Source: an optimization exercise on an open RTL-to-GDS flow (aim: small area and a short achievable clock period). Production flows keep margins and buffers that such runs may drop. At most, simulation tests tie the RTL to the original design; equivalence was not proved. For runs 5 and 6, only the layout was checked, not whether the RTL still works. Power is estimated from default activity; no workload was simulated.

--- design/flow/flow/run.sh ---
#!/bin/bash
# Standard ORFS layout (the standard.sh, standard synthesis unchanged),
# except that buffer_ports puts plain buf_2 buffers on the I/O ports instead
# of the delay buffers it picks by default.
# Full make output goes to make.log; ORFS keeps each step's log in orfs/logs.
set -euo pipefail
export BUFFER_PORTS_ARGS="-buffer_cell sky130_fd_sc_hd__buf_2"
bash standard.sh > make.log 2>&1
--- design/flow/standard.sh ---
#!/bin/bash
# synth_recipe.tcl (not shown) runs the flow's synth.tcl, then flattens the netlist and writes it again
# the make line also repeats each setting of config.mk as NAME=value (left out here)
make -C /OpenROAD-flow-scripts/flow DESIGN_CONFIG=/design/flow/config.mk WORK_HOME=/design/flow/orfs CLKGATE_MAP_FILE= SYNTH_SCRIPT=/design/flow/synth_recipe.tcl "${@:-finish}"
--- design/flow/config.mk ---
export PLATFORM = sky130hd
export DESIGN_NAME = cray_core_top
export DESIGN_NICKNAME = cray_core_top
export VERILOG_FILES = /design/flow/design.v
export SDC_FILE = /design/flow/constraint.sdc
export NUM_CORES = 4
export LEC_CHECK = 0
export CAP_MARGIN = 20
export CORE_MARGIN = 2
export CORE_UTILIZATION = 55
export CTS_CLUSTER_DIAMETER = 80
export CTS_CLUSTER_SIZE = 30
export SETUP_SLACK_MARGIN = 2.9
export SLEW_MARGIN = 20
--- design/flow/constraint.sdc ---
create_clock -name core_clock -period 6.0 [get_ports {clk}]
set_input_delay 1.2000 -clock core_clock [delete_from_list [all_inputs] [get_ports {clk}]]
set_output_delay 1.2000 -clock core_clock [all_outputs]
set_load 0.01 [all_outputs]
--- design/flow/design.v ---
`timescale 1ns/1ns
`default_nettype none
package cray_pkg;
   localparam logic [6:0]  VL_RESET    = 7'd64;
   localparam logic [17:0] LIMIT_RESET = 18'h3FFFF;
endpackage
`default_nettype wire
`timescale 1ns/1ns
`default_nettype none
module cray_core_top
(
   input  wire          clk,
   input  wire          rst,
   input  wire  [15:0]  i_nip_nxt,
   input  wire  [63:0]  i_word_nxt,
   input  wire          i_nip_vld,
   output logic [23:0]  o_p_addr,
   output logic         o_clear_ibufs,
   output logic         o_mem_ce,
   output logic [63:0]  o_data_to_mem,
   output logic         o_mem_wr_en
);
   logic s_exec, s_clr, s_fetch, s_wait, s_store, s_load, s_done;
   logic clr_q;
   logic [3:0]  cnt;
   logic [3:0]  cnt_nxt;
   logic        last;
   logic        ctx_rst;
   logic        ctx_rst_nxt;
   logic [7:0]  active_xa;
   logic [7:0]  xa;
   logic [6:0]  vl;
   logic [17:0] base_addr;
   logic [17:0] limit_addr;
   logic [23:0] p_addr;
   logic [23:0] a_rf [8];
   logic [15:0] nip;
   logic        nip_vld;
   logic [2:0]  cls;
   logic [2:0]  ci, cj, ck;
   logic [23:0] op_a, op_b;
   localparam logic [2:0] C_NOP   = 3'b000;
   localparam logic [2:0] C_EXCH  = 3'b001;
   localparam logic [2:0] C_SETVL = 3'b010;
   localparam logic [2:0] C_IMM22 = 3'b100;
   localparam logic [2:0] C_IMM6  = 3'b101;
   localparam logic [2:0] C_ADD   = 3'b110;
   localparam logic [2:0] C_SUB   = 3'b111;
   logic [2:0]  nip_cls;
   logic        exch_req, shift, two_parcel_nip;
   logic        wr_en, set_vl;
   logic [23:0] sum, result, wdata;
   logic        load_a;
   assign last    = &cnt;
   assign cnt_nxt = (s_store || s_load) ? cnt + 4'd1 : 4'd0;
   always_comb
   begin
      case (nip[15:9])
         7'o000, 7'o004: nip_cls = C_EXCH;
         7'o002:         nip_cls = C_SETVL;
         7'o020:         nip_cls = C_IMM22;
         7'o022:         nip_cls = C_IMM6;
         7'o030:         nip_cls = C_ADD;
         7'o031:         nip_cls = C_SUB;
         default:        nip_cls = C_NOP;
      endcase
   end
   assign exch_req       = (cls == C_EXCH);
   assign shift          = s_exec && i_nip_vld && !exch_req;
   assign two_parcel_nip = nip_vld && (nip[15:9] == 7'o020);
   always_ff @(posedge clk)
   begin
      if (rst)
      begin
         s_exec  <= 1'b0;
         s_clr   <= 1'b1;
         s_fetch <= 1'b0;
         s_wait  <= 1'b0;
         s_store <= 1'b0;
         s_load  <= 1'b0;
         s_done  <= 1'b0;
         clr_q   <= 1'b1;
         cnt     <= 4'd0;
      end
      else
      begin
         s_exec  <= (s_exec && !exch_req) || s_done;
         s_clr   <= s_exec && exch_req;
         s_fetch <= s_clr || (s_fetch && !i_nip_vld);
         s_wait  <= s_fetch && i_nip_vld;
         s_store <= s_wait || (s_store && !last);
         s_load  <= (s_store && last) || (s_load && !last);
         s_done  <= s_load && last;
         clr_q   <= (s_exec && exch_req) || (s_load && last);
         cnt     <= cnt_nxt;
      end
   end
   assign ctx_rst_nxt = rst || (ctx_rst && !s_done);
   always_ff @(posedge clk)
      ctx_rst <= ctx_rst_nxt;
   always_ff @(posedge clk)
   begin
      if (rst)
         active_xa <= 8'd0;
      else if (s_exec)
         active_xa <= xa;
   end
   always_ff @(posedge clk)
   begin
      if (s_clr || s_done)
      begin
         nip_vld <= 1'b0;
         cls     <= C_NOP;
      end
      else if (shift)
      begin
         nip_vld <= !two_parcel_nip;
         cls     <= nip_vld ? nip_cls : C_NOP;
      end
   end
   always_ff @(posedge clk)
   begin
      if (shift)
      begin
         nip <= i_nip_nxt;
         ci  <= nip[8:6];
         cj  <= nip[5:3];
         ck  <= nip[2:0];
      end
   end
   logic [2:0]  rj;
   logic [23:0] rd_j, rd_k;
   logic        fwd_j, fwd_k, zero_j, zero_k;
   assign rj     = s_exec ? nip[5:3] : cnt_nxt[2:0];
   assign rd_j   = a_rf[rj];
   assign rd_k   = a_rf[nip[2:0]];
   assign zero_j = s_exec ? (nip[5:3] == 3'd0) : (cnt_nxt[3] || ctx_rst);
   assign zero_k = (nip[2:0] == 3'd0);
   assign fwd_j  = s_exec && cls[2] && (ci == nip[5:3]) && (nip[5:3] != 3'd0);
   assign fwd_k  = cls[2] && (ci == nip[2:0]) && !zero_k;
   always_ff @(posedge clk)
   begin
      if (shift || s_wait || s_store)
         op_a <= fwd_j ? result : zero_j ? 24'd0 : rd_j;
      if (shift)
         op_b <= fwd_k ? result : zero_k ? 24'd0 : rd_k;
   end
   logic [23:0] bk, g, p;
   logic [23:0] gg [6];
   logic [23:0] pp [6];
   logic        sub;
   assign sub = cls[0];
   assign bk  = op_b ^ {24{sub}};
   assign g   = op_a & bk;
   assign p   = op_a ^ bk;
   always_comb
   begin
      gg[0] = g;
      pp[0] = p;
      gg[0][0] = g[0] | (p[0] & sub);    
      for (int l = 0; l < 5; l++)
         for (int b = 0; b < 24; b++)
            if (b >= (1 << l))
            begin
               gg[l+1][b] = gg[l][b] | (pp[l][b] & gg[l][b - (1 << l)]);
               pp[l+1][b] = pp[l][b] & pp[l][b - (1 << l)];
            end
            else
            begin
               gg[l+1][b] = gg[l][b];
               pp[l+1][b] = pp[l][b];
            end
   end
   assign sum = p ^ {gg[5][22:0], sub};
   assign wr_en  = shift && cls[2];
   assign set_vl = shift && (cls == C_SETVL);
   assign result = cls[1] ? sum : cls[0] ? {18'd0, cj, ck} : {2'd0, cj, ck, nip};
   assign load_a = s_load && !cnt[3];
   assign wdata  = s_load ? i_word_nxt[23:0] : result;
   always_ff @(posedge clk)
   begin
      for (int n = 0; n < 8; n++)
         if ((load_a && cnt[2:0] == 3'(n)) || (wr_en && ci == 3'(n)))
            a_rf[n] <= wdata;
   end
   logic [23:0] p_inc;
   always_comb
      for (int b = 0; b < 24; b++)
         p_inc[b] = p_addr[b] ^ (&(p_addr | ~((24'd1 << b) - 24'd1)));
   always_ff @(posedge clk)
   begin
      if (shift)
         p_addr <= p_inc;
      else if (s_load && cnt == 4'd0)
         p_addr <= i_word_nxt[47:24];
   end
   always_ff @(posedge clk)
   begin
      if (s_load && cnt == 4'd1) base_addr  <= i_word_nxt[45:28];
      if (s_load && cnt == 4'd2) limit_addr <= i_word_nxt[45:28];
      if (s_load && cnt == 4'd3) xa         <= i_word_nxt[47:40];
      if (s_load && cnt == 4'd3)
         vl <= i_word_nxt[39:33];
      else if (set_vl)
         vl <= (ck == 3'd0) ? 7'd1 : op_b[6:0];    
   end
   logic sel_p, sel_b, sel_l, sel_l1, sel_x, sel_v, sel_v1;
   always_ff @(posedge clk)
   begin
      sel_p  <= (cnt_nxt == 4'd0) && !ctx_rst_nxt;
      sel_b  <= (cnt_nxt == 4'd1) && !ctx_rst_nxt;
      sel_l  <= (cnt_nxt == 4'd2) && !ctx_rst_nxt;
      sel_l1 <= (cnt_nxt == 4'd2) &&  ctx_rst_nxt;
      sel_x  <= (cnt_nxt == 4'd3);
      sel_v  <= (cnt_nxt == 4'd3) && !ctx_rst_nxt;
      sel_v1 <= (cnt_nxt == 4'd3) &&  ctx_rst_nxt;
   end
   logic [23:0] st_hi;
   assign st_hi = ({24{sel_p}} & p_addr)
                | ({24{sel_b}} & {2'd0, base_addr, 4'd0})
                | ({24{sel_l}} & {2'd0, limit_addr, 4'd0})
                | ({24{sel_l1}} & {2'd0, cray_pkg::LIMIT_RESET, 4'd0})
                | ({24{sel_x}} & {active_xa, 16'd0})
                | ({24{sel_v}} & {8'd0, vl, 9'd0})
                | ({24{sel_v1}} & {8'd0, cray_pkg::VL_RESET, 9'd0});
   assign o_p_addr      = s_exec ? p_addr : {10'd0, active_xa, cnt, 2'b00};
   assign o_clear_ibufs = clr_q;
   assign o_mem_ce      = s_store;
   assign o_mem_wr_en   = s_store;
   assign o_data_to_mem = {16'd0, st_hi, op_a};
endmodule
`default_nettype wire
==> results of run 1 <==
[cell type report]
| type | count | area, um2 | share of cell area |
|---|---|---|---|
| inverters | 38 | 143 | 0.00663 |
| repair buffers | 204 | 1360 | 0.0631 |
| flip-flops and latches | 372 | 10900 | 0.505 |
| clock inverters | 13 | 178 | 0.00826 |
| clock buffers | 22 | 529 | 0.0246 |
| well taps | 448 | 561 | 0.0261 |
| multi-input cells | 1086 | 7870 | 0.366 |
[placed cells by master (no fill, tap or decap), drive strengths merged, types with 16 or more instances in the layout]
cell    Yosys  final
xnor2      24     24
dfxtp      32     32
xor2       44     44
mux2i      47     47
a211oi     22     22
a21oi     129    129
o21ai     105    105
edfxtp    340    340
conb        1     16
and2       21     21
a22oi      22     22
o22ai      41     41
nand2b     17     17
clkbuf     74     22
inv        38     46
ha         36     36
nand2     200    200
nand3      25     25
nor3       22     22
nor2       98     98
buf        48    204
mux4       28     28
[worst max-delay path: cells and delay by family (launching register included)]
family / cells / cell delay, ns
buf+inv: 4 / 0.61
flops: 1 / 0.40
simple gates: 2 / 0.58
compound gates: 4 / 0.48
mux: 1 / 0.34
xor+xnor: 1 / 0.18
fa+ha+maj: 1 / 0.32
[metrics by stage]
stage / cell area (um2) / setup WS, ns / power, mW / util
global placement: 19700 / 1.85 / 3.02 / 0.589
floorplan: 18700 / 2.92 / 2.96 / -
finish: 21500 / 2.83 / 4.64 / 0.643
CTS: 21000 / 2.78 / 4.65 / 0.629
global route: 21500 / 2.76 / 4.76 / 0.643
detailed placement: 19700 / 1.75 / 3.02 / 0.590
[report_power, final]
group	leakage, nW	total, mW	switching [mW]	internal, mW
clock	0.345	1.66	0.920	0.737
sequential	3.33	2.81	0.0112	2.80
combinational	4.12	0.173	0.106	0.0672
[flip-flops by register name, indices dropped and copies added, names as in the netlist, 4 cells and up, named ones only]
register / flops
a_rf: 192
active_xa: 8
base_addr: 18
cnt: 4
limit_addr: 18
nip: 16
op_a: 24
op_b: 24
p_addr: 24
vl: 7
xa: 8
[metal layers]
metal / vias to the layer above / part of all wire / routed length (um)
li1: 6266 / - / -
met1: 7037 / 0.42 / 24100
met2: 686 / 0.46 / 26400
met3: 104 / 0.086 / 4880
met4: 0 / 0.028 / 1610
met5: - / 0 / 0
[cell usage after synthesis, types with 6 or more instances]
library cell,number,area share
dfxtp_1,32,0.034
a211oi_1,22,0.0088
o211ai_1,12,0.0048
buf_1,11,0.0022
xnor2_1,24,0.011
nand2b_1,17,0.0057
o22ai_1,41,0.014
a21o_1,8,0.0032
mux4_2,28,0.034
mux2_2,15,0.0091
edfxtp_1,340,0.55
ha_1,36,0.024
xor2_1,44,0.021
clkbuf_1,74,0.015
a221oi_1,13,0.0061
nor3_1,22,0.0059
nand2_1,200,0.040
inv_1,38,0.0076
nand3_1,25,0.0067
o21a_1,6,0.0024
buf_4,20,0.0080
o21ai_0,104,0.028
nor2_1,98,0.020
a22oi_1,22,0.0088
and3_1,8,0.0027
nand4_1,8,0.0027
a31oi_1,8,0.0027
buf_2,16,0.0043
and2_1,21,0.0070
a311oi_1,15,0.0070
a21oi_1,128,0.034
mux2i_1,47,0.025
a222oi_1,13,0.0070
[cells by family (layout without fill, tap and decap cells)]
| family | after synthesis | after routing | share of synthesized area |
|---|---|---|---|
| buffers and inverters | 160 | 277 | 0.0377 |
| DFF | 372 | 372 | 0.581 |
| adders and majority gates | 37 | 37 | 0.0252 |
| xor gates and xnor gates | 68 | 68 | 0.0319 |
| muxes | 90 | 90 | 0.0680 |
| and+or+nand+nor | 426 | 426 | 0.101 |
| other | 1 | 16 | 0.000201 |
| AOI/OAI and AO/OA | 448 | 449 | 0.154 |
[worst paths after layout]
kind	to	from	slack [ns]
max reg2reg	a_rf[1][18]	cls[0]	2.83
max	a_rf[1][18]	cls[0]	2.83
min reg2reg	ci[1]	nip[7]	0.47
min	ci[1]	nip[7]	0.47
[repair_timing]
item / CTS / global route
cloned: 1 / 0
hold buffers: 0 / 0
gates resized for setup: 87 / 71
endpoints found under the setup margin: 399 / 312
setup buffers: 23 / 10
pin swaps: 22 / 16
==> impl_metrics.toml, run 1 <==
[grt]
grt_pass1_wl_um = 83500
grt_max_degree = 69
overflow = 0
gr-usage-met3 = 0.0421
use_met1 = 0.467
grt_pass1_vias = 13300
grt_usage = 0.317
antenna_found_initial = 0
top_usage_layer = "met2"
use_met2 = 0.502

[critical_path]
path_max_fanout = 8
crit_path_end_kind = "flip-flop"
cp_data_required_time_ns = 6.29
path_cells = "buf_12 -> buf_12 -> xor2_2 -> ha_4 -> a21oi_2 -> o211ai_1 -> buf_4 -> a21oi_4 -> nor4_4 -> nand2b_1 -> o211ai_1 -> buf_4 -> mux2_4"
cp_slowest_cell = "nor4_4"
arrival_ns = 3.46
slowest_delay_ns = 0.42
worstSetupPathType = "flip-flop to flip-flop"
reg2regPathDepth = 13
start_kind = "flip-flop"

[drt]
routed_via_density = 6.46
wire_per_inst_um = 26.1
wirelength_um = 57000
drt_first_iter_violations = 1482
firstDrtPassIters = 6
via_count = 14100
drtAntennaViolNets = 0
drcViolationCount = 0

[clocking]
cts_inserted_buffers = 20
clkSlewWorstSetupHoldPaths_ns = 0.10
clockBufferDepth = 3
cts_tree = "done"
clk_latency_ns = 0.57
htree_levels = 1
clock_sinks = 372
cts_root_buf = "clkbuf_16"

[timing]
setup-violations-final = 0
fin_skew_ns = 0.0361
max_slew.worst_pin.slew_ns = 1.05
fin_setup_tns_ns = 0
hold_violations = 0
slew_headroom = 0.290
post-route-period-util = 0.528
slew_violations = 0
rsz0062_at_grt = "yes"
fmax_mhz = 315
worst_hold_slack_ns = 0.468
finalCriticalPeriod_ns = 3.17

[floorplan]
num_io_pins = 174
initial_core_util = 0.558
num_rows = 67
die_w_um = 188
fp.dieH_um = 188
core_mm2 = 0.0334
dieArea_mm2 = 0.0354

[synth]
ys_seq_area_frac = 0.581
yosysUniqueCellTypes = 72
synth_async_sr_flop_share = 0
ys_ff_latch = 372
synth_area_mm2 = 0.0187
syn_inst = 1602
yosys_warnings = 4
syn_avg_cell_area_um2 = 11.6
synth_edf_count = 340
synth-main-ff-cell = "edfxtp_1"

[pwr]
ir_drop_mv = 0.237
cellPowerDensity_mw_per_mm2 = 216
leakage_nw = 7.80

[placement]
place_inst = 2114
routabilityCongestion = 0.923
port_buffers = 141
hpwl_um = 37800

[final_layout]
fillers = 2627
final_cells = 2183
n_antenna_cell = 0
area_growth_pct = 15.2
fin_nets = 1842
drive_gt1_frac = 0.231

[min_path]
whs_path_depth = 0
hold_path.class = "flip-flop to flip-flop"

[job]
drv_cap = 0

[status]
outcome = "no timing/DRC/antenna violations"
==> run 2: changes to the inputs <==
--- a/design/flow/config.mk
+++ b/design/flow/config.mk
@@ -5,6 +5,7 @@
 export SDC_FILE = /design/flow/constraint.sdc
 export NUM_CORES = 4
 export LEC_CHECK = 0
+export ABC_AREA = 1
 export CAP_MARGIN = 20
 export CORE_MARGIN = 2
 export CORE_UTILIZATION = 55
==> run 2 against run 1 <==
- first-iteration DRC count rose by 18%
- critical path depth fell by 2
- flip-flop and latch count did not move
- sequential power barely moved
- synthesized area rose by 3.4%
- total power rose by 0.16%
- worst hold slack got worse by 0.0061 ns
- fmax rose by 5.2%
- die area rose by 3.3%
- global-route usage rose by 0.46 points
- utilization fell by 1.9 points
- critical endpoint is now op_a[1]
- largest cell class unchanged
- largest power group unchanged
==> impl_metrics.toml, run 2 <==
[grt]
grt_max_degree = 81
grt_usage = 0.322
grt_pass1_vias = 14500
antenna_found_initial = 1
grt_pass1_wl_um = 87600
overflow = 0

[critical_path]
slowest_delay_ns = 0.49
worst_path_most_repeated_cell = "nand2_1"
cp_data_required_time_ns = 6.42
worstSetupPathType = "flip-flop to flip-flop"
arrival_ns = 3.43
path_max_fanout = 15
crit_path_end_kind = "flip-flop"
path_cells = "inv_1 -> ha_1 -> inv_1 -> a31oi_4 -> buf_4 -> nand3_2 -> o21ai_1 -> nor2_1 -> nand2_1 -> nand2_1 -> nand2_1"
start_kind = "flip-flop"
cp_slowest_cell = "dfxtp_2"

[final_layout]
final_common_cell = "nand2_1"
fillers = 2990
fin_nets = 2380
area_growth_pct = 11.7
layout_common_cells = "nand2_1 (594), edfxtp_1 (340), inv_1 (252), nor2_1 (176), buf_2 (141)"
fin_area_mm2 = 0.0215
top_register = "a_rf"
drive_gt1_frac = 0.121
largest_reg_flops = 192
final_cells = 2729
utilization = 0.624

[synth]
syn_inst = 2146
yosys_warnings = 4
yosysMostFrequentCell = "nand2_1"
synth-main-ff-cell = "edfxtp_1"
synth_top_cells_by_count = "nand2_1 (602), edfxtp_1 (340), inv_1 (254)"
ys_seq_area_frac = 0.562
synth_async_sr_flop_share = 0
synth_area_mm2 = 0.0193
synth_top_cell_area_share = 0.529
yosysUniqueCellTypes = 47
ys_ff_latch = 372
syn_avg_cell_area_um2 = 8.99
synth_edf_count = 340
yosys.area.top_type = "edfxtp_1"
synth_top_cells_by_area = "edfxtp_1 (53%), nand2_1 (12%), inv_1 (4.9%), nor2_1 (3.5%), dfxtp_1 (3.3%)"

[clocking]
clkSlewWorstSetupHoldPaths_ns = 0.11
cts_hold_buf = 0
clk_latency_ns = 0.55
cts_tree = "done"
clock_sinks = 372
clockBufferDepth = 3
cts_inserted_buffers = 21
htree_levels = 1
cts_root_buf = "clkbuf_16"

[placement]
placed_area_mm2 = 0.0205
place_ws_ns = 2.21
hpwl_um = 40300
place_inst = 2681
port_buffers = 141
routabilityCongestion = 0.898

[pwr]
leakage_nw = 8.99
ir_drop_mv = 0.235
p_total_mw = 4.65
cellPowerDensity_mw_per_mm2 = 216

[timing]
worst_hold_slack_ns = 0.462
fin_setup_tns_ns = 0
fin_skew_ns = 0.0220
post-route-period-util = 0.502
slew_headroom = 0.232
fin_ws_ns = 2.99
finalCriticalPeriod_ns = 3.01
fmax_mhz = 332
setup-violations-final = 0
rsz0062_at_grt = "no"
slew_violations = 0
hold_violations = 0
max_slew.worst_pin.slew_ns = 1.15

[floorplan]
dieArea_mm2 = 0.0366
num_io_pins = 174
die_w_um = 191
initial_core_util = 0.559
num_rows = 68
fp.dieH_um = 191
core_mm2 = 0.0345

[drt]
routed_via_density = 5.85
drtAntennaViolNets = 0
wirelength_um = 59500
wire_per_inst_um = 21.8
drcViolationCount = 0
drt_first_iter_violations = 1752
via_count = 16000
firstDrtPassIters = 6

[job]
drv_cap = 0

[min_path]
hold_path.class = "flip-flop to flip-flop"

[status]
outcome = "no timing/DRC/antenna violations"
-- run 2: cell types whose count changed in the layout (fill, tap and decap cells not counted), moves of 20 or more --
cell / before / now
o22ai_1: 39 / 12
inv_1: 36 / 252
mux4_2: 28 / 0
o21ai_1: 7 / 70
and2_1: 21 / 1
nand2_1: 193 / 594
nor2_1: 96 / 176
nand4_1: 8 / 75
mux2i_1: 37 / 0
nand3_1: 24 / 104
a21oi_1: 115 / 66
-- run 2: layer usage --
layer | vias up | share of wire | GRT usage
met5 | - | 0 | 0
met4 | 0 | 0.022 | 0.0728
met3 | 90 | 0.11 | 0.0518
met2 | 837 | 0.44 | 0.484
met1 | 7550 | 0.43 | 0.492
li1 | 7500 | - | -
-- run 2: path summary, 6_finish.rpt --
check | startpoint | to | slack, ns | cells after the start
worst min register to register | s_fetch | s_wait | 0.46 | 2
worst min-delay path | s_fetch | s_wait | 0.46 | 2
worst max-delay path | cnt[2] | op_a[1] | 2.99 | 11
worst max register to register | cnt[2] | op_a[1] | 2.99 | 11
-- run 2: where the power goes --
group | switching, mW | internal [mW] | leakage [nW]
combinational | 0.115 | 0.0555 | 5.27
clock | 0.949 | 0.722 | 0.353
sequential | 0.00753 | 2.80 | 3.37
-- run 2: cell families after synthesis --
| kind of cell | synth area share |
|---|---|
| and+or+nand+nor | 0.216 |
| DFF | 0.562 |
| buffers and inverters | 0.0773 |
| AOI/OAI and AO/OA | 0.105 |
| adders and majority gates | 0.0244 |
| xor gates and xnor gates | 0.0145 |
| other | 0.000194 |
-- run 2: final cells by class --
| cell class | instances | area (um2) | share of cell area |
|---|---|---|---|
| diodes | 1 | 2.50 | 0.000116 |
| repair buffers | 183 | 1130 | 0.0523 |
| inverters | 260 | 990 | 0.0459 |
| well taps | 455 | 569 | 0.0264 |
| multi-input cells | 1422 | 7260 | 0.337 |
| flip-flops and latches | 372 | 10900 | 0.504 |
| clock buffers | 22 | 539 | 0.0250 |
| clock inverters | 14 | 190 | 0.00883 |
-- run 2: repair_timing --
action,in CTS,in global routing
buffers inserted,7,4
pin swaps,1,1
gates resized for setup,34,33
endpoints found under the setup margin,392,200
-- run 2: critical path: cells and delay by family (launching register included) --
family	cells	cell delay, ns
AND/OR/NAND/NOR	5	0.82
buffers and inverters	3	0.66
AO/OA/AOI/OAI	2	0.57
flip-flops	1	0.49
adder cells (fa/ha/maj)	1	0.34
==> run 3: changes to the inputs <==
--- a/design/flow/config.mk
+++ b/design/flow/config.mk
@@ -5,10 +5,9 @@
 export SDC_FILE = /design/flow/constraint.sdc
 export NUM_CORES = 4
 export LEC_CHECK = 0
-export ABC_AREA = 1
 export CAP_MARGIN = 20
 export CORE_MARGIN = 2
-export CORE_UTILIZATION = 55
+export CORE_UTILIZATION = 50
 export CTS_CLUSTER_DIAMETER = 80
 export CTS_CLUSTER_SIZE = 30
 export SETUP_SLACK_MARGIN = 2.9
==> run 3 against run 2 <==
- clock power grew 17%
- sequential share of layout area shrank 0.22 points
- via count shrank 12%
==> impl_metrics.toml, run 3 <==
[final_layout]
drive_gt1_frac = 0.233
top_register = "a_rf"
fillers = 3027
final_common_cell = "edfxtp_1"
fin_nets = 1851
layout_common_cells = "edfxtp_1 (340), nand2_1 (195), buf_2 (142), a21oi_1 (118), nor2_1 (94)"
largest_reg_flops = 192
area_growth_pct = 16.0

[floorplan]
num_io_pins = 174
die_w_um = 197
initial_core_util = 0.509
num_rows = 70
dieArea_mm2 = 0.0389
core_mm2 = 0.0367
fp.dieH_um = 197

[grt]
antenna_found_initial = 2
overflow = 0
grt_pass1_vias = 13000
grt_max_degree = 53
grt_pass1_wl_um = 83500
grt_usage = 0.290

[drt]
via_count = 14000
wirelength_um = 57400
wire_per_inst_um = 25.9
firstDrtPassIters = 6
drcViolationCount = 0
routed_via_density = 6.31
drt_first_iter_violations = 1580
drtAntennaViolNets = 0

[status]
outcome = "no timing/DRC/antenna violations"

[critical_path]
path_max_fanout = 8
reg2regPathDepth = 10
cp_data_required_time_ns = 6.29
path_cells = "buf_4 -> xor2_1 -> ha_1 -> o211ai_1 -> o21ai_2 -> o31ai_4 -> nor4_4 -> nand2b_1 -> o211ai_1 -> mux2_4"
r2r_start = "cls[0]"
crit_path_end_kind = "flip-flop"
cp_slowest_cell = "ha_1"
rrSetupSlack_ns = 2.90
worst_path_most_repeated_cell = "o211ai_1"
start_kind = "flip-flop"
arrival_ns = 3.40
worstSetupPathType = "flip-flop to flip-flop"
slowest_delay_ns = 0.44
r2r_end = "a_rf[0][18]"

[synth]
yosysMostFrequentCell = "edfxtp_1"
syn_avg_cell_area_um2 = 11.6
syn_inst = 1602
yosys_warnings = 4
synth_area_mm2 = 0.0187
synth_top_cells_by_count = "edfxtp_1 (340), nand2_1 (200), a21oi_1 (128)"
synth_edf_count = 340
ys_ff_latch = 372
yosysUniqueCellTypes = 72
synth_top_cells_by_area = "edfxtp_1 (55%), nand2_1 (4.0%), a21oi_1 (3.4%), dfxtp_1 (3.4%), mux4_2 (3.4%)"
synth-main-ff-cell = "edfxtp_1"
ys_seq_area_frac = 0.581
synth_top_cell_area_share = 0.547
synth_async_sr_flop_share = 0
yosys.area.top_type = "edfxtp_1"

[timing]
fin_ws_ns = 2.90
rsz0062_at_grt = "yes"
finalCriticalPeriod_ns = 3.10
fmax_mhz = 322
hold_violations = 0
setup-violations-final = 0
max_slew.worst_pin.slew_ns = 1.21
slew_headroom = 0.194
fin_skew_ns = 0.0269
post-route-period-util = 0.517
slew_violations = 0
fin_setup_tns_ns = 0

[min_path]
hp-start = "nip[7]"
hold_path.class = "flip-flop to flip-flop"
hold-path-endpoint = "ci[1]"
whs_path_depth = 0

[clocking]
cts_root_buf = "clkbuf_16"
cts_tree = "done"
clock_sinks = 372
htree_levels = 1
clockBufferDepth = 3
cts_inserted_buffers = 24
clk_latency_ns = 0.58
cts_hold_buf = 0
clkSlewWorstSetupHoldPaths_ns = 0.10

[placement]
hpwl_um = 37700
port_buffers = 141
place_ws_ns = 1.86
routabilityCongestion = 0.938

[pwr]
leakage_nw = 7.91
ir_drop_mv = 0.264
cellPowerDensity_mw_per_mm2 = 228
p_total_mw = 4.93

[job]
drv_cap = 0
[run 3: cell types whose count changed in the layout (fill, tap and decap cells not counted), moves of 23 or more]
cell and delta:
nand3_1 -80, buf_4 +23, o21ai_1 -60, nor2_1 -82, nand4_1 -67, inv_1 -215, a21oi_1 +52, mux4_2 +28
o22ai_1 +29, mux2i_1 +37, nand2_1 -399
[run 3: worst max path at each step]
stage	startpoint	endpoint	slack, ns	depth (start not counted)
global placement	cls[0]	a_rf[5][21]	1.93	7
global route	cnt[0]	op_a[12]	2.80	10
finish	cls[0]	a_rf[0][18]	2.90	10
floorplan	cls[0]	a_rf[0][21]	2.92	11
detailed placement	cls[0]	a_rf[5][21]	1.86	7
CTS	cls[0]	a_rf[0][22]	2.90	11
[run 3: cell families (layout without fill, tap and decap cells)]
logic type,after synthesis,after routing,synth area share
DFF,372,372,0.581
AOI/OAI and AO/OA,448,450,0.154
other,1,17,0.000201
muxes,90,90,0.0680
buffers and inverters,160,290,0.0377
xor gates and xnor gates,68,68,0.0319
adders and majority gates,37,37,0.0252
and+or+nand+nor,426,426,0.101
[run 3: critical path, delay by kind of cell, from the launching register on]
kind | cells | cell delay [ns]
flip-flops | 1 | 0.41
XOR/XNOR | 1 | 0.16
adder cells (fa/ha/maj) | 1 | 0.44
AND/OR/NAND/NOR | 2 | 0.59
multiplexers | 1 | 0.39
buffers and inverters | 1 | 0.15
AO/OA/AOI/OAI | 4 | 0.71
[run 3: final cells by class]
cell class | count | area (um2) | area share
Multi-Input combinational cell | 1087 | 7800 | 0.360
Timing Repair Buffer | 208 | 1350 | 0.0622
Clock buffer | 25 | 626 | 0.0289
Tap cell | 468 | 586 | 0.0270
Clock inverter | 19 | 287 | 0.0132
Antenna cell | 1 | 2.50 | 0.000116
Sequential cell | 372 | 10900 | 0.502
Inverter | 38 | 143 | 0.00659
[run 3: per-stage QoR]
stage | hold slack, ns | area [um2] | instances | util
after detailed placement | 0.453 | 19700 | 2130 | 0.537
after floorplan | 0.424 | 18700 | 1617 | -
after global placement | 0.446 | 19700 | 2129 | 0.537
after CTS | 0.475 | 21100 | 2192 | 0.575
final | 0.480 | 21700 | 2218 | 0.590
after global routing | 0.514 | 21700 | 2218 | 0.590
[run 3: power by group]
part | switching (mW) | internal, mW | total [mW]
Sequential | 0.0100 | 2.80 | 2.81
Combinational | 0.106 | 0.0667 | 0.172
Clock | 1.05 | 0.900 | 1.95
Total | 1.16 | 3.77 | 4.93
[run 3: what timing repair did]
item	in CTS	in global routing
pin swaps	10	27
gates resized for setup	71	67
gates cloned	1	1
buffers inserted	17	24
setup endpoints to repair	340	207
[run 3: per-layer routing]
| metal | global-route usage | part of all wire | vias to the layer above |
|---|---|---|---|
| met2 | 0.420 | 0.44 | 702 |
| li1 | - | - | 6310 |
| met5 | 0 | 0 | - |
| met4 | 0.0830 | 0.026 | 0 |
| met1 | 0.451 | 0.44 | 6913 |
| met3 | 0.0475 | 0.095 | 76 |
==> run 4: changes to the inputs <==
==> design/flow/config.mk (replaced) <==
export PLATFORM = sky130hd
export DESIGN_NAME = cray_core_top
export DESIGN_NICKNAME = cray_core_top
export VERILOG_FILES = /design/flow/design.v
export SDC_FILE = /design/flow/constraint.sdc
export NUM_CORES = 4
export LEC_CHECK = 0
export ABC_AREA = 1
export CAP_MARGIN = 20
export CORE_MARGIN = 2
export CORE_UTILIZATION = 55
export CTS_CLUSTER_DIAMETER = 80
export CTS_CLUSTER_SIZE = 30
export SETUP_SLACK_MARGIN = 3.0
export SLEW_MARGIN = 20
==> run 4 against run 3 <==
- sequential share of layout area is 0.39 points higher
- synthesized area up 3.4%
- sequential power about the same
- clock power shrank about 20%
- die area shrank 5.9%
- highest routed layer unchanged
- largest cell class unchanged
- largest power group unchanged
- fmax grew 2.2%
- utilization is 3.2 points higher
- worst hold slack worse by 0.024 ns
- clock skew increased by 0.0033 ns
- cell count is 23% higher
- setup slack gained 0.067 ns
==> impl_metrics.toml, run 4 <==
[clocking]
cts_tree = "done"
clk_latency_ns = 0.55
cts_inserted_buffers = 19
htree_levels = 1
clkSlewWorstSetupHoldPaths_ns = 0.11
clockBufferDepth = 3
cts_root_buf = "clkbuf_16"
cts_hold_buf = 0
clock_sinks = 372

[pwr]
cellPowerDensity_mw_per_mm2 = 211
leakage_nw = 8.96
combinationalPowerShare = 0.038
switchingPower_mw = 1.03
ir_drop_mv = 0.282
power.internal_mw = 3.51
clockPowerShare = 0.343
swShare = 0.227
seq_power_share = 0.619
p_total_mw = 4.53

[floorplan]
die_w_um = 191
fp.dieH_um = 191
dieArea_mm2 = 0.0366
core_mm2 = 0.0345
num_rows = 68
initial_core_util = 0.559
num_io_pins = 174

[synth]
ys_seq_area_frac = 0.562
synth_top_cells_by_area = "edfxtp_1 (53%), nand2_1 (12%), inv_1 (4.9%), nor2_1 (3.5%), dfxtp_1 (3.3%)"
synth_edf_count = 340
yosysMostFrequentCell = "nand2_1"
yosys.area.top_type = "edfxtp_1"
ys_ff_latch = 372
synthAdderAreaFrac = 0.0244
synth-main-ff-cell = "edfxtp_1"
synthMuxAreaShare = 0
yosysUniqueCellTypes = 47
synth_async_sr_flop_share = 0
synth_xor_area_frac = 0.0145
syn_inst = 2146
synth_compound_area_frac = 0.105
synth_top_family_by_area = "simple AND/OR/NAND/NOR gates"
synth-simple-area-share = 0.216
synth_area_mm2 = 0.0193
synth_top_cell_area_share = 0.529
synth_top_cells_by_count = "nand2_1 (602), edfxtp_1 (340), inv_1 (254)"
syn_avg_cell_area_um2 = 8.99
yosys_warnings = 4

[grt]
overflow = 0
grt_pass1_wl_um = 88600
grt_pass1_vias = 14600
grt_usage = 0.326
grt_max_degree = 81
antenna_found_initial = 0

[final_layout]
largest_reg_flops = 192
fin_area_mm2 = 0.0215
fin_nets = 2380
area_growth_pct = 11.3
drive_gt1_frac = 0.124
layout_common_cells = "nand2_1 (592), edfxtp_1 (340), inv_1 (251), nor2_1 (176), buf_2 (141)"
top_register = "a_rf"
final_common_cell = "nand2_1"

[timing]
slew_violations = 0
rsz0062_at_grt = "yes"
setup-violations-final = 0
fmax_mhz = 330
fin_ws_ns = 2.97
fin_setup_tns_ns = 0
slew_headroom = 0.217
finalCriticalPeriod_ns = 3.03
hold_violations = 0
post-route-period-util = 0.506
max_slew.worst_pin.slew_ns = 1.17
fin_skew_ns = 0.0302

[drt]
firstDrtPassIters = 5
routed_via_density = 5.84
wirelength_um = 60100
wire_per_inst_um = 22.0
drcViolationCount = 0
drt_first_iter_violations = 2007
drtAntennaViolNets = 0
via_count = 16000

[critical_path]
arrival_ns = 3.32
crit_start = "nip[0]"
path_max_fanout = 11
worstSetupPathType = "flip-flop to flip-flop"
crit_path_end_kind = "flip-flop"
cp_data_required_time_ns = 6.28
r2r_start = "nip[0]"
start_kind = "flip-flop"

[placement]
routabilityCongestion = 0.904
place_ws_ns = 2.36
placed_area_mm2 = 0.0205
port_buffers = 141
hpwl_um = 40500

[min_path]
hold_path.class = "flip-flop to flip-flop"
hp-start = "s_fetch"

[status]
outcome = "no timing/DRC/antenna violations"

[job]
drv_cap = 0
==> run 4: final cells by class <==
type	instances	area [um2]
fill	3009	13100
inverter	260	997
multi-input combinational	1422	7300
sequential	372	10900
clock buffer	23	500
tap	455	569
timing repair buffer	184	1110
clock inverter	11	134
antenna	1	2.50
timing repair inverter	1	5.00
==> run 4: worst paths after layout <==
| check | to | cells past startpoint | slack [ns] |
|---|---|---|---|
| setup reg to reg | op_b[0] | 7 | 2.97 |
| hold / removal | s_wait | 2 | 0.46 |
| setup / recovery | op_b[0] | 7 | 2.97 |
| hold reg to reg | s_wait | 2 | 0.46 |
==> run 4: worst max-delay path, stage by stage (launching register included) <==
cell and delay (ns):
edfxtp_1 0.55, inv_1 0.12, nand3_1 0.40, clkinvlp_2 0.79
nand2_1 0.21, o221ai_1 0.14, nor3_1 0.40, o21ai_0 0.16
==> run 4: per-stage QoR <==
| step | hold slack [ns] | utilization | instances |
|---|---|---|---|
| final | 0.455 | 0.622 | 2729 |
| after global routing | 0.491 | 0.622 | 2728 |
| after CTS | 0.455 | 0.618 | 2725 |
| after detailed placement | 0.435 | 0.594 | 2681 |
| after global placement | 0.436 | 0.594 | 2681 |
| after floorplan | 0.417 | - | 2161 |
==> run 4: what timing repair did <==
action	in CTS	in global routing
setup buffers	10	2
endpoints found under the setup margin	431	322
resized for setup	29	35
gates cloned	0	1
pin swaps	1	2
==> run 4: power groups by stage <==
stage / clock network (mW) / registers [mW] / logic [mW]
2_1_floorplan: 0 / 2.87 / 0.0982
3_3_place_gp: 0 / 2.87 / 0.160
3_5_place_dp: 0 / 2.87 / 0.162
4_1_cts: 1.58 / 2.81 / 0.167
5_1_grt: 1.65 / 2.81 / 0.188
6_report: 1.56 / 2.81 / 0.171
==> run 4: logic make-up (layout without fill, tap and decap cells) <==
family / Yosys count / in the layout
flip-flops: 372 / 372
AND/OR/NAND/NOR: 1000 / 1000
other: 1 / 17
XOR/XNOR: 32 / 32
AO/OA/AOI/OAI: 337 / 337
buffers and inverters: 367 / 479
adder cells (fa/ha/maj): 37 / 37
==> run 4: metal layers <==
metal | up-vias | global-route usage | wire length, um
met2 | 886 | 0.481 | 25900
met4 | 0 | 0.0882 | 1560
met3 | 101 | 0.0593 | 6690
li1 | 7492 | - | -
met1 | 7472 | 0.496 | 25900
met5 | - | 0 | 0
==> run 5: changes to the inputs <==
--- a/design/flow/design.v
+++ b/design/flow/design.v
@@ -4,6 +4,41 @@
    localparam logic [6:0]  VL_RESET    = 7'd64;
    localparam logic [17:0] LIMIT_RESET = 18'h3FFFF;
 endpackage
+`default_nettype wire
+`timescale 1ns/1ns
+`default_nettype none
+module addr_unit
+(
+   input  wire  [23:0]  i_x,
+   input  wire  [23:0]  i_y,
+   input  wire          i_cin,
+   output logic [23:0]  o_sum
+);
+   logic [23:0] g, p;
+   logic [23:0] gl [6];
+   logic [23:0] pl [6];
+   assign g = i_x & i_y;
+   assign p = i_x ^ i_y;
+   always_comb
+   begin
+      gl[0] = g;
+      pl[0] = p;
+      gl[0][0] = g[0] | (p[0] & i_cin);
+      for (int l = 0; l < 5; l++)
+         for (int b = 0; b < 24; b++)
+            if (b >= (1 << l))
+            begin
+               gl[l+1][b] = gl[l][b] | (pl[l][b] & gl[l][b - (1 << l)]);
+               pl[l+1][b] = pl[l][b] & pl[l][b - (1 << l)];
+            end
+            else
+            begin
+               gl[l+1][b] = gl[l][b];
+               pl[l+1][b] = pl[l][b];
+            end
+   end
+   assign o_sum = p ^ {gl[5][22:0], i_cin};
+endmodule
 `default_nettype wire
 `timescale 1ns/1ns
 `default_nettype none
@@ -49,7 +84,7 @@
    logic [2:0]  nip_cls;
    logic        exch_req, shift, two_parcel_nip;
    logic        wr_en, set_vl;
-   logic [23:0] sum, result, wdata;
+   logic [23:0] result, wdata;
    logic        load_a;
    assign last    = &cnt;
    assign cnt_nxt = (s_store || s_load) ? cnt + 4'd1 : 4'd0;
@@ -134,9 +169,9 @@
    assign rj     = s_exec ? nip[5:3] : cnt_nxt[2:0];
    assign rd_j   = a_rf[rj];
    assign rd_k   = a_rf[nip[2:0]];
-   assign zero_j = s_exec ? (nip[5:3] == 3'd0) : (cnt_nxt[3] || ctx_rst);
+   assign zero_j = s_exec && (nip[5:3] == 3'd0);    
    assign zero_k = (nip[2:0] == 3'd0);
-   assign fwd_j  = s_exec && cls[2] && (ci == nip[5:3]) && (nip[5:3] != 3'd0);
+   assign fwd_j  = s_exec && cls[2] && (ci == nip[5:3]) && !zero_j;
    assign fwd_k  = cls[2] && (ci == nip[2:0]) && !zero_k;
    always_ff @(posedge clk)
    begin
@@ -145,38 +180,17 @@
       if (shift)
          op_b <= fwd_k ? result : zero_k ? 24'd0 : rd_k;
    end
-   logic [23:0] bk, g, p;
-   logic [23:0] gg [6];
-   logic [23:0] pp [6];
-   logic        sub;
-   assign sub = cls[0];
-   assign bk  = op_b ^ {24{sub}};
-   assign g   = op_a & bk;
-   assign p   = op_a ^ bk;
-   always_comb
-   begin
-      gg[0] = g;
-      pp[0] = p;
-      gg[0][0] = g[0] | (p[0] & sub);    
-      for (int l = 0; l < 5; l++)
-         for (int b = 0; b < 24; b++)
-            if (b >= (1 << l))
-            begin
-               gg[l+1][b] = gg[l][b] | (pp[l][b] & gg[l][b - (1 << l)]);
-               pp[l+1][b] = pp[l][b] & pp[l][b - (1 << l)];
-            end
-            else
-            begin
-               gg[l+1][b] = gg[l][b];
-               pp[l+1][b] = pp[l][b];
-            end
-   end
-   assign sum = p ^ {gg[5][22:0], sub};
+   logic [23:0] sum_add, sum_sub;
+   addr_unit u_add (.i_x(op_a), .i_y(op_b),  .i_cin(1'b0), .o_sum(sum_add));
+   addr_unit u_sub (.i_x(op_a), .i_y(~op_b), .i_cin(1'b1), .o_sum(sum_sub));
    assign wr_en  = shift && cls[2];
    assign set_vl = shift && (cls == C_SETVL);
-   assign result = cls[1] ? sum : cls[0] ? {18'd0, cj, ck} : {2'd0, cj, ck, nip};
+   assign result = ({24{cls == C_ADD}}   & sum_add)
+                 | ({24{cls == C_SUB}}   & sum_sub)
+                 | ({24{cls == C_IMM6}}  & {18'd0, cj, ck})
+                 | ({24{cls == C_IMM22}} & {2'd0, cj, ck, nip});
    assign load_a = s_load && !cnt[3];
-   assign wdata  = s_load ? i_word_nxt[23:0] : result;
+   assign wdata  = result | ({24{s_load}} & i_word_nxt[23:0]);
    always_ff @(posedge clk)
    begin
       for (int n = 0; n < 8; n++)
@@ -204,9 +218,10 @@
       else if (set_vl)
          vl <= (ck == 3'd0) ? 7'd1 : op_b[6:0];    
    end
-   logic sel_p, sel_b, sel_l, sel_l1, sel_x, sel_v, sel_v1;
-   always_ff @(posedge clk)
-   begin
+   logic sel_a, sel_p, sel_b, sel_l, sel_l1, sel_x, sel_v, sel_v1;
+   always_ff @(posedge clk)
+   begin
+      sel_a  <= !cnt_nxt[3] && !ctx_rst_nxt;
       sel_p  <= (cnt_nxt == 4'd0) && !ctx_rst_nxt;
       sel_b  <= (cnt_nxt == 4'd1) && !ctx_rst_nxt;
       sel_l  <= (cnt_nxt == 4'd2) && !ctx_rst_nxt;
@@ -227,6 +242,6 @@
    assign o_clear_ibufs = clr_q;
    assign o_mem_ce      = s_store;
    assign o_mem_wr_en   = s_store;
-   assign o_data_to_mem = {16'd0, st_hi, op_a};
+   assign o_data_to_mem = {16'd0, st_hi, op_a & {24{sel_a}}};
 endmodule
 `default_nettype wire
==> design/flow/flow/run.sh (replaced) <==
#!/bin/bash
# Standard ORFS layout (the standard.sh, standard synthesis unchanged),
# except that the I/O port buffers are plain buffers instead of the delay
# buffers buffer_ports picks by default. Full make output goes to make.log.
set -euo pipefail
export BUFFER_PORTS_ARGS="-buffer_cell sky130_fd_sc_hd__buf_2"
bash standard.sh > make.log 2>&1
==> design/flow/config.mk (replaced) <==
export PLATFORM = sky130hd
export DESIGN_NAME = cray_core_top
export DESIGN_NICKNAME = cray_core_top
export VERILOG_FILES = /design/flow/design.v
export SDC_FILE = /design/flow/constraint.sdc
export NUM_CORES = 4
export LEC_CHECK = 0
export CAP_MARGIN = 20
export CORE_MARGIN = 2
export CORE_UTILIZATION = 40
export SETUP_SLACK_MARGIN = 3.0
export SLEW_MARGIN = 20
==> run 5 against run 4 <==
- still clean on timing, DRC and antenna
- die area increased by 43%
- fmax down 0.67%
- flip-flop and latch count grew 1
- clock power is about 70% higher
- first-iteration DRC count fell by 2.7%
- non-clock buffer count increased by 63
- sequential share of layout area decreased by 6.1 points
- critical path depth grew 4
- via count rose by 3.6%
- setup slack lost 0.021 ns
==> impl_metrics.toml, run 5 <==
[pwr]
leakage_nw = 9.02
swShare = 0.213
seq_power_share = 0.495
cellPowerDensity_mw_per_mm2 = 234
power.internal_mw = 4.50
combinationalPowerShare = 0.042
switchingPower_mw = 1.22
p_total_mw = 5.71
ir_drop_mv = 0.199
clockPowerShare = 0.463

[clocking]
clkSlewWorstSetupHoldPaths_ns = 0.06
clock_sinks = 373
clockBufferDepth = 3
cts_tree = "done"
cts_inserted_buffers = 41
htree_levels = 2
clk_latency_ns = 0.58
cts_root_buf = "clkbuf_16"
cts_hold_buf = 0

[synth]
ys_ff_latch = 373
yosys.area.top_type = "edfxtp_1"
yosys_warnings = 5
synth_async_sr_flop_share = 0
syn_inst = 1872
synth_top_cell_area_share = 0.507
synth_edf_count = 340
yosysUniqueCellTypes = 104
ys_seq_area_frac = 0.539
synth_top_cells_by_area = "edfxtp_1 (51%), nand2_1 (5.2%), a21oi_1 (3.7%), ha_1 (3.5%), dfxtp_1 (3.3%)"
synth_top_cells_by_count = "edfxtp_1 (340), nand2_1 (279), a21oi_1 (149)"
yosysMostFrequentCell = "edfxtp_1"
synth-main-ff-cell = "edfxtp_1"
syn_avg_cell_area_um2 = 10.8
synth_area_mm2 = 0.0202

[placement]
place_ws_ns = 2.00
port_buffers = 141
hpwl_um = 43100
placed_area_mm2 = 0.0214
place_inst = 2590
routabilityCongestion = 0.905

[final_layout]
drive_gt1_frac = 0.253
fin_nets = 2180
final_cells = 2742
largest_reg_flops = 192
utilization = 0.490
top_register = "a_rf"
fillers = 4459
layout_common_cells = "edfxtp_1 (340), nand2_1 (262), a21oi_1 (142), buf_2 (142), o21ai_0 (118)"
fin_area_mm2 = 0.0245
area_growth_pct = 21.4
final_common_cell = "edfxtp_1"

[drt]
drt_first_iter_violations = 1952
dr.max_layer_used = "met4"
firstDrtPassIters = 5
wire_per_inst_um = 24.6
via_count = 16500
wirelength_um = 67400
drtAntennaViolNets = 0
routed_via_density = 6.03
wl_met2_um = 30600
drcViolationCount = 0
met1_length_um = 28800
met3WireLength_um = 5920

[critical_path]
cp_slowest_cell = "a221o_2"
worst-path-buf-inv = 2
path_cells = "inv_1 -> ha_4 -> buf_2 -> nor4_4 -> nand2_1 -> o21ai_4 -> o211ai_4 -> a211oi_2 -> o21ai_2 -> xor2_2 -> a221o_2"
slowest_delay_ns = 0.49
cp_data_required_time_ns = 6.29
arrival_ns = 3.34
critPathTopFamily = "compound AO/OA/AOI/OAI gates"
rrSetupSlack_ns = 2.95
crit_path_end_kind = "flip-flop"
start_kind = "flip-flop"
worstSetupPathType = "flip-flop to flip-flop"
path_max_fanout = 8

[floorplan]
dieArea_mm2 = 0.0522
fp.dieH_um = 228
initial_core_util = 0.403
core_mm2 = 0.0500
num_io_pins = 174
num_rows = 82
die_w_um = 228

[timing]
max_slew.worst_pin.slew_ns = 1.06
fin_setup_tns_ns = 0
hold_violations = 0
post-route-period-util = 0.509
worst_hold_slack_ns = 0.445
fin_ws_ns = 2.95
slew_violations = 0
fmax_mhz = 327
finalCriticalPeriod_ns = 3.05
rsz0062_at_grt = "yes"
setup-violations-final = 0
slew_headroom = 0.294
fin_skew_ns = 0.0253

[grt]
grt_max_degree = 60
grt_pass1_vias = 15700
grt_pass1_wl_um = 98300
overflow = 0
grt_usage = 0.247
antenna_found_initial = 3

[min_path]
hold_path.class = "flip-flop to flip-flop"

[status]
outcome = "no timing/DRC/antenna violations"

[job]
drv_cap = 0
[run 5: layout make-up]
| type | count | area, um2 | share of cell area |
|---|---|---|---|
| clock inverters | 19 | 277 | 0.0113 |
| clock buffers | 53 | 1120 | 0.0459 |
| flip-flops and latches | 373 | 10900 | 0.445 |
| repair buffers | 247 | 1640 | 0.0671 |
| diodes | 3 | 7.51 | 0.000307 |
| inverters | 66 | 253 | 0.0103 |
| multi-input cells | 1309 | 9430 | 0.386 |
| well taps | 672 | 841 | 0.0344 |
[run 5: kinds of logic after synthesis]
family	after synthesis	synth area share
AO/OA/AOI/OAI	556	0.187
XOR/XNOR	41	0.0178
adder cells (fa/ha/maj)	59	0.0374
buffers and inverters	207	0.0450
flip-flops	373	0.539
multiplexers	59	0.0376
other	1	0.000186
AND/OR/NAND/NOR	576	0.136
[run 5: power groups by stage]
| stage | Combinational (mW) | Sequential [mW] | Clock [mW] |
|---|---|---|---|
| 2_1_floorplan | 0.125 | 2.88 | 0 |
| 3_3_place_gp | 0.180 | 2.88 | 0 |
| 3_5_place_dp | 0.182 | 2.88 | 0 |
| 4_1_cts | 0.214 | 2.83 | 2.67 |
| 5_1_grt | 0.257 | 2.83 | 2.76 |
| 6_report | 0.241 | 2.83 | 2.65 |
[run 5: path summary, 6_finish.rpt]
kind,from,depth (start not counted),endpoint
setup / recovery,op_b[5],11,a_rf[0][21]
hold / removal,s_fetch,2,s_wait
setup reg to reg,op_b[5],11,a_rf[0][21]
hold reg to reg,s_fetch,2,s_wait
[run 5: timing repair]
action	4_1_cts	5_1_grt
cloned	2	2
pin swaps	36	43
endpoints found under the setup margin	303	190
resized for setup	134	84
setup buffers	43	30
[run 5: metal layers]
layer  vias up  track usage
li1       7333            -
met3       125       0.0408
met2       873        0.383
met4         0       0.0839
met1      8200        0.351
met5         -            0
[run 5: tightest hold or removal path, delay by kind of cell (launching register included)]
family | cells | cell delay [ns]
DFF | 1 | 0.31
and+or+nand+nor | 2 | 0.09
==> run 6: changes to the inputs <==
--- a/design/flow/design.v
+++ b/design/flow/design.v
@@ -12,9 +12,11 @@
    input  wire  [23:0]  i_x,
    input  wire  [23:0]  i_y,
    input  wire          i_cin,
-   output logic [23:0]  o_sum
+   input  wire          i_flip,
+   output logic [23:0]  o_sum,
+   output logic [23:0]  o_sum_x
 );
-   logic [23:0] g, p;
+   logic [23:0] g, p, c;
    logic [23:0] gl [6];
    logic [23:0] pl [6];
    assign g = i_x & i_y;
@@ -37,7 +39,9 @@
                pl[l+1][b] = pl[l][b];
             end
    end
-   assign o_sum = p ^ {gl[5][22:0], i_cin};
+   assign c       = {gl[5][22:0], i_cin};
+   assign o_sum   = p ^ c;
+   assign o_sum_x = (p ^ {24{i_flip}}) ^ c;
 endmodule
 `default_nettype wire
 `timescale 1ns/1ns
@@ -178,19 +182,20 @@
       if (shift || s_wait || s_store)
          op_a <= fwd_j ? result : zero_j ? 24'd0 : rd_j;
       if (shift)
-         op_b <= fwd_k ? result : zero_k ? 24'd0 : rd_k;
-   end
-   logic [23:0] sum_add, sum_sub;
-   addr_unit u_add (.i_x(op_a), .i_y(op_b),  .i_cin(1'b0), .o_sum(sum_add));
-   addr_unit u_sub (.i_x(op_a), .i_y(~op_b), .i_cin(1'b1), .o_sum(sum_sub));
+         op_b <= fwd_k ? result_x : (zero_k ? 24'd0 : rd_k) ^ {24{nsub}};
+   end
+   logic [23:0] sum, sum_x, result_x;
+   logic        sub, nsub;
+   assign sub  = cls[0];
+   assign nsub = (nip_cls == C_SUB);
+   addr_unit u_add (.i_x(op_a), .i_y(op_b), .i_cin(sub), .i_flip(nsub),
+                    .o_sum(sum), .o_sum_x(sum_x));
    assign wr_en  = shift && cls[2];
    assign set_vl = shift && (cls == C_SETVL);
-   assign result = ({24{cls == C_ADD}}   & sum_add)
-                 | ({24{cls == C_SUB}}   & sum_sub)
-                 | ({24{cls == C_IMM6}}  & {18'd0, cj, ck})
-                 | ({24{cls == C_IMM22}} & {2'd0, cj, ck, nip});
+   assign result = cls[1] ? sum : cls[0] ? {18'd0, cj, ck} : {2'd0, cj, ck, nip};
+   assign result_x = cls[1] ? sum_x : (cls[0] ? {18'd0, cj, ck} : {2'd0, cj, ck, nip}) ^ {24{nsub}};
    assign load_a = s_load && !cnt[3];
-   assign wdata  = result | ({24{s_load}} & i_word_nxt[23:0]);
+   assign wdata  = s_load ? i_word_nxt[23:0] : result;
    always_ff @(posedge clk)
    begin
       for (int n = 0; n < 8; n++)
==> design/flow/flow/run.sh (replaced) <==
#!/bin/bash
# Standard ORFS layout (the standard.sh, standard synthesis unchanged),
# except that buffer_ports puts plain buf_2 buffers on the I/O ports instead
# of the delay buffers it picks by default.
# Full make output goes to make.log; ORFS keeps each step's log in orfs/logs.
set -euo pipefail
export BUFFER_PORTS_ARGS="-buffer_cell sky130_fd_sc_hd__buf_2"
bash standard.sh > make.log 2>&1
--- a/design/flow/config.mk
+++ b/design/flow/config.mk
@@ -7,6 +7,6 @@
 export LEC_CHECK = 0
 export CAP_MARGIN = 20
 export CORE_MARGIN = 2
-export CORE_UTILIZATION = 40
+export CORE_UTILIZATION = 55
 export SETUP_SLACK_MARGIN = 3.0
 export SLEW_MARGIN = 20
==> run 6 against run 5 <==
- utilization increased by 17 points
- critical path type unchanged
- worst hold slack got worse by 0.00086 ns
- die area fell by 31%
- final area down 8.8%
- clock-buffer cell count increased by 5
- fmax is 5.9% lower
- setup slack worse by 0.19 ns
- routed wire length is 11% lower
- flip-flop and latch count did not move
- via count down 8.9%
- largest power group unchanged
- sequential share of layout area increased by 4.3 points
==> impl_metrics.toml, run 6 <==
[synth]
yosys_warnings = 5
yosys.area.top_type = "edfxtp_1"
synth_async_sr_flop_share = 0
synth_top_cells_by_count = "edfxtp_1 (340), nand2_1 (233), a21oi_1 (149)"
ys_ff_latch = 373
synth_edf_count = 340
synth_top_cell_area_share = 0.539
synth_area_mm2 = 0.0189
ys_seq_area_frac = 0.574
yosysMostFrequentCell = "edfxtp_1"
syn_inst = 1673
syn_avg_cell_area_um2 = 11.3
synth-main-ff-cell = "edfxtp_1"
yosysUniqueCellTypes = 76
synth_top_cells_by_area = "edfxtp_1 (54%), nand2_1 (4.6%), a21oi_1 (3.9%), dfxtp_1 (3.5%), o21ai_0 (2.9%)"

[critical_path]
path_max_fanout = 4
critPathTopFamily = "compound AO/OA/AOI/OAI gates"
path_cells = "fa_2 -> fa_2 -> a21o_1 -> a221oi_4 -> o221ai_4 -> a21o_1 -> a211oi_2 -> xnor2_2 -> buf_4 -> a21oi_2 -> xor2_1"
r2r_start = "op_b[0]"
reg2regPathDepth = 11
worst-path-buf-inv = 1
crit_start = "op_b[0]"
endpoint = "op_b[22]"
cp_data_required_time_ns = 6.28
crit_cells = 11
start_kind = "flip-flop"
arrival_ns = 3.53
r2r_end = "op_b[22]"
cp_slowest_cell = "edfxtp_1"
slowest_delay_ns = 0.44
worstSetupPathType = "flip-flop to flip-flop"
crit_path_end_kind = "flip-flop"
rrSetupSlack_ns = 2.75

[final_layout]
top_register = "a_rf"
largest_reg_flops = 192
fin_nets = 1951
seqCellArea_mm2 = 0.0109
drive_gt1_frac = 0.229
fillers = 2609
multi_input_area_mm2 = 0.00799
final_common_cell = "edfxtp_1"
n_antenna_cell = 0
layout_common_cells = "edfxtp_1 (340), nand2_1 (229), a21oi_1 (144), buf_2 (141), nor2_1 (101)"
area_growth_pct = 17.8
utilization = 0.662

[clocking]
clockBufferDepth = 3
clock_sinks = 373
htree_levels = 2
cts_root_buf = "clkbuf_16"
clkSlewWorstSetupHoldPaths_ns = 0.06
cts_inserted_buffers = 40
cts_tree = "done"
clk_latency_ns = 0.55

[grt]
overflow = 0
grt_pass1_wl_um = 86800
grt_usage = 0.326
grt_pass1_vias = 14000
antenna_found_initial = 0
grt_max_degree = 57

[floorplan]
num_rows = 67
die_w_um = 190
fp.dieH_um = 190
dieArea_mm2 = 0.0359
num_io_pins = 174
initial_core_util = 0.562
core_mm2 = 0.0337

[drt]
drtAntennaViolNets = 0
via_count = 15100
wire_per_inst_um = 25.8
firstDrtPassIters = 6
drcViolationCount = 0
routed_via_density = 6.52
drt_first_iter_violations = 1964
wirelength_um = 59600

[timing]
slew_violations = 0
rsz0062_at_grt = "yes"
post-route-period-util = 0.541
finalCriticalPeriod_ns = 3.25
max_slew.worst_pin.slew_ns = 1.03
fin_skew_ns = 0.0196
fin_setup_tns_ns = 0
slew_headroom = 0.293
fmax_mhz = 308
hold_violations = 0
setup-violations-final = 0

[pwr]
cellPowerDensity_mw_per_mm2 = 244
ir_drop_mv = 0.286
leakage_nw = 8.24

[placement]
port_buffers = 141
hpwl_um = 38900
routabilityCongestion = 0.906

[job]
drv_cap = 0

[status]
outcome = "no timing/DRC/antenna violations"

[min_path]
hold_path.class = "flip-flop to flip-flop"
run 6: changes by cell type after synthesis, moves of 14 or more:
cell	delta
nand2_1	-46
inv_1	-27
nor2_1	+25
ha_1	-23
mux2i_1	+22
xor2_1	+19
mux2_2	-16
o21ai_0	-16
a31oi_1	-14
run 6: layout make-up:
type | instances | area share
Sequential cell | 373 | 0.488
Multi-Input combinational cell | 1155 | 0.358
Timing Repair Buffer | 223 | 0.0640
Clock buffer | 58 | 0.0512
Tap cell | 448 | 0.0251
Inverter | 39 | 0.00701
Clock inverter | 15 | 0.00595
run 6: kinds of logic (layout without fill, tap and decap cells):
family | after synthesis | in the layout | synth area share
buf+inv | 162 | 335 | 0.0378
other cells | 1 | 16 | 0.000198
compound gates | 478 | 480 | 0.168
simple gates | 481 | 481 | 0.111
mux | 73 | 73 | 0.0522
xor+xnor | 69 | 69 | 0.0319
fa+ha+maj | 36 | 36 | 0.0246
flops | 373 | 373 | 0.574
run 6: through the flow:
stage | setup WS [ns] | std cells | instance area, um2 | hold WS (ns) | power [mW]
after global placement | 2.04 | 2186 | 20000 | 0.433 | 3.04
after floorplan | 3.01 | 1688 | 19000 | 0.417 | 2.98
final | 2.75 | 2311 | 22300 | 0.444 | 5.44
after detailed placement | 2.01 | 2187 | 20000 | 0.433 | 3.04
after global routing | 2.65 | 2311 | 22300 | 0.482 | 5.57
after CTS | 2.69 | 2290 | 21900 | 0.443 | 5.44
run 6: repair_timing:
| action | 4_1_cts | 5_1_grt |
|---|---|---|
| resized for setup | 91 | 42 |
| hold buffers | 0 | 0 |
| setup buffers | 29 | 20 |
| setup endpoints to repair | 326 | 265 |
| pin swaps | 23 | 27 |
| cloned | 1 | 1 |
run 6: report_power, final:
part           switching (mW)  internal [mW]  total, mW
sequential            0.00794           2.81       2.82
combinational           0.119         0.0725      0.191
clock                    1.02           1.41       2.43
run 6: how the worst min path moves through the flow:
| stage | slack, ns | depth (start not counted) | end | start |
|---|---|---|---|---|
| 6_report | 0.44 | 2 | s_wait | s_fetch |
| 5_1_grt | 0.48 | 2 | s_wait | s_fetch |
| 4_1_cts | 0.44 | 2 | s_wait | s_fetch |
| 3_5_place_dp | 0.43 | 2 | s_wait | s_fetch |
| 3_3_place_gp | 0.43 | 2 | s_wait | s_fetch |
| 2_1_floorplan | 0.42 | 2 | s_wait | s_fetch |
run 6: per-layer routing:
layer / part of all wire / vias to the layer above / GRT usage
li1: - / 6594 / -
met1: 0.42 / 7378 / 0.497
met2: 0.43 / 973 / 0.481
met3: 0.12 / 118 / 0.0598
met4: 0.024 / 0 / 0.0874
met5: 0 / - / 0
run 6: worst reg2reg max path: stages (launching register included):
cell      delay [ns]
edfxtp_1        0.44
fa_2            0.42
fa_2            0.37
a21o_1          0.20
a221oi_4        0.30
o221ai_4        0.19
a21o_1          0.21
a211oi_2        0.28
xnor2_2         0.20
buf_4           0.17
a21oi_2         0.04
xor2_1          0.15

[afterwards: timing with drivers on the ports]
How much do the figures lean on ideal ports? The routed layouts below were timed once more, with nothing changed but the port constraints. Step 1 sets driving cells, clkbuf_16 on the clock port and buf_2 on the other inputs (assumed; they add their load-dependent delay and slew). Step 2 moves the port delays by t, midway between the first and last clock arrival at a register: inputs arrive t later, outputs are due t later. That takes back most of the time a late clock gives input paths. Slacks: ideal ports / drivers / drivers and shift; pairs: ideal ports / drivers.
run	t, ns	slack for setup (ns)	worst data-port slew with drivers (ns)
run 1	0.610	2.829 / 2.829 / 2.657	0.06
run 2	0.593	2.987 / 2.987 / 2.831	0.06
run 3	0.619	2.899 / 2.899 / 2.899	0.07
run 4	0.593	2.966 / 2.966 / 2.869	0.08
run 5	0.628	2.945 / 2.945 / 2.945	0.09
run 6	0.597	2.753 / 2.753 / 2.716	0.05
After both steps every run listed still meets setup and hold. For run 1, which loses most, drivers alone change the setup slack by 0.000 ns; drivers and shift together by -0.172 ns.
